This is an optimization exercise on Yosys and OpenROAD, whose aim is small area, a short achievable clock period and few clock cycles per item, not a production implementation. Function was checked by simulation only, so behaviour that the tests miss may differ from the original. Power and IR drop assume default switching activity.

Design variable_partition_allocator_core, start of the top module:
module variable_partition_allocator_core (
    input  logic        aclk,
    input  logic        aresetn,
    input  logic        s_tvalid,
    output logic        s_tready,
    input  logic [39:0] s_tdata,    
    input  logic        s_tuser,    
    output logic        m_tvalid,
    input  logic        m_tready,
    output logic [39:0] m_tdata,    
    input  logic        psel,
    input  logic        penable,
    input  logic        pwrite,
    input  logic [2:0]  paddr,
    input  logic [31:0] pwdata,
    output logic [31:0] prdata,
    output logic        pready
);
    localparam int N  = 16;
    localparam int AB = 16;
    localparam int SB = 17;
    localparam logic [2:0] AddrPolicy = 3'd0;
    localparam logic [2:0] AddrLimit  = 3'd4;
    function automatic logic lt16(input logic [15:0] a, input logic [15:0] b);
        logic r;
        r = 1'b0;
        for (int i = 0; i < 16; i++) r = (!a[i] && b[i]) || (!(a[i] && !b[i]) && r);
        lt16 = r;
    endfunction
    logic [1:0]  policy_reg;
    logic [15:0] limit_reg;
    logic        cfg_wr;
    assign pready = 1'b1;
    assign cfg_wr = psel && penable && pwrite;
    always_ff @(posedge aclk) begin
        if (!aresetn) begin
            policy_reg <= 2'd0;
            limit_reg  <= '0;
        end else if (cfg_wr) begin
            if (paddr == AddrPolicy) policy_reg <= pwdata[1:0];
            if (paddr == AddrLimit)  limit_reg  <= pwdata[15:0];
        end
    end
    always_comb begin
        prdata = '0;
        if (paddr == AddrPolicy) prdata = {30'd0, policy_reg};
        if (paddr == AddrLimit)  prdata = {16'd0, limit_reg};
    end
    logic          rv;         
    logic          kind_r;
    logic [SB-1:0] arg_r;      
    logic          ov;
    logic [34:0]   odata;
    logic          adv;        
    logic          take;
    assign adv      = aresetn && rv && (!ov || m_tready);
    assign s_tready = !rv || !ov || m_tready;
    assign take     = s_tvalid && s_tready;
    logic [N-1:1][AB-1:0] base_r;
    logic [N:0][AB-1:0]   base_q;    
    logic [N-1:0]         free_q;
    logic [N-1:0][AB-1:0] em1;       
  ...
make LEC_CHECK=0 ABC_AREA=1 CAP_MARGIN=20 CORE_MARGIN=2 CORE_UTILIZATION=30 SETUP_SLACK_MARGIN=3 SLEW_MARGIN=20 finish   # period 11.0 ns
run.sh (not shown) runs the stock make flow with config.mk's settings and CLKGATE_MAP_FILE= SYNTH_SCRIPT=/design/flow/synth_recipe.tcl, a recipe that flattens the netlist after the stock synthesis.
Testbench counts at the start, summed over its fixed seeds: cycles 4,848, items 4,800.
Change:
Settings changed: SETUP_SLACK_MARGIN 3 to 3.5.
Outcome: Non-clock buffer count went up by 252; setup slack gains 330 ps; power went up by a few percent; maximum frequency went up by a few percent; final area went up by a little under a tenth.
Change:
Settings changed: SETUP_SLACK_MARGIN 3.5 to 2.5.
Effect: Final cell count goes down by 3.4%; wire length came out lower by 6.1%; register-to-register slack gets worse by 470 ps; synthesized cell count does not change; total power shrinks by 4.8%; die area is unchanged; non-clock buffer count shrinks by 414; sequential cell count stays the same.
Change:
Settings changed: SETUP_SLACK_MARGIN 2.5 to 2.
Wire length shrinks by 0.73%.
Clock-buffer cell count stays the same.
Area after synthesis stays the same.
Non-clock buffer count shrinks by 89.

---

Setup of old:
variable_partition_allocator_core, a different RTL version from the one above (not shown whole).
Size: ~11000 cells after synthesis, about 160 I/O pins, roughly 0.061 mm^2 of cells after synthesis.
==> flow/design.v (excerpt) <==
module variable_partition_allocator_core (
    input  logic        aclk,
    input  logic        aresetn,
    input  logic        s_tvalid,
    output logic        s_tready,
    input  logic [39:0] s_tdata,    
    input  logic        s_tuser,    
    output logic        m_tvalid,
    input  logic        m_tready,
    output logic [39:0] m_tdata,    
    input  logic        psel,
    input  logic        penable,
    input  logic        pwrite,
    input  logic [2:0]  paddr,
    input  logic [31:0] pwdata,
    output logic [31:0] prdata,
    output logic        pready
);
    localparam int N  = 16;
    localparam int AB = 16;
    localparam int SB = 17;
    localparam logic [2:0] AddrPolicy = 3'd0;
    localparam logic [2:0] AddrLimit  = 3'd4;
    function automatic logic lt16(input logic [15:0] a, input logic [15:0] b);
        logic r;
        r = 1'b0;
        for (int i = 0; i < 16; i++) r = (!a[i] && b[i]) || (!(a[i] && !b[i]) && r);
        lt16 = r;
    endfunction
    logic [1:0]  policy_reg;
    logic [15:0] limit_reg;
    logic        cfg_wr;
    assign pready = 1'b1;
    assign cfg_wr = psel && penable && pwrite;
    always_ff @(posedge aclk) begin
        if (!aresetn) begin
            policy_reg <= 2'd0;
            limit_reg  <= '0;
        end else if (cfg_wr) begin
            if (paddr == AddrPolicy) policy_reg <= pwdata[1:0];
            if (paddr == AddrLimit)  limit_reg  <= pwdata[15:0];
        end
    end
    always_comb begin
        prdata = '0;
        if (paddr == AddrPolicy) prdata = {30'd0, policy_reg};
        if (paddr == AddrLimit)  prdata = {16'd0, limit_reg};
    end
    logic          rv;         
    logic          kind_r;
    logic [SB-1:0] arg_r;      
    logic          ov;
    logic [34:0]   odata;
    logic          adv;        
    logic          take;
    assign adv      = rv && (!ov || m_tready);
    assign s_tready = !rv || !ov || m_tready;
    assign take     = s_tvalid && s_tready;
  ...
Settings: LEC_CHECK=0, ABC_AREA=1, CAP_MARGIN=20, CORE_MARGIN=2, CORE_UTILIZATION=30, SLEW_MARGIN=20; clock period 11.0 ns.
Every stage of the flow completed for old, and the final layout passed the timing, DRC and antenna checks.
Testbench counts of old, summed over its fixed seeds: cycles 4,848, items 4,800.
#### Input delta (new over old)
- SETUP_SLACK_MARGIN newly set to 2
### Flow results
new | stages: all done | timing, DRC, antenna: all pass. Count of buffer and inverter cells on the critical path, old and new, higher one = old. In the reports for old and new, the larger critical path depth belongs to old. Looking at combinational cell power, new sits above old. [compare] base=old new=new: wire length picked up an extra 1.1%, delay contributed by the slowest stage of the critical path went down by 550 ps. new has more setup slack than old. The power reported for new is greater than that of old by about 4.4%. The reported leakage power number comes out lower for old vs new.

re-timing with driven ports:
The results above use ideal ports. As a check the final layouts listed here were re-extracted and re-timed, cells and wires unchanged. Step 1 assumes that a clkbuf_16 drives the clock port and a buf_2 every other input. Step 2, shift: input delay + t, output delay - t, t = (earliest + latest rising clock arrival at the registers) / 2. This alone moves slack from input paths to output paths. a / b / c = ideal / step 1 / step 2; a / b = the first two.
run | t, ns | setup WS [ns] | worst register clock-pin slew, ns
the first run of note 1 | 0.747 | 2.857 / 2.857 / 2.857 | 0.08 / 0.08
the second run of note 1 | 0.748 | 3.185 / 3.185 / 3.185 | 0.08 / 0.08
the third run of note 1 | 0.746 | 2.715 / 2.715 / 2.715 | 0.08 / 0.08
the fourth run of note 1 | 0.742 | 1.992 / 1.992 / 1.992 | 0.08 / 0.08
old | 0.728 | 0.489 / 0.489 / 0.489 | 0.09 / 0.09
new | 0.730 | 2.196 / 2.196 / 2.196 | 0.11 / 0.11
After both steps setup and hold are still met in every run listed.
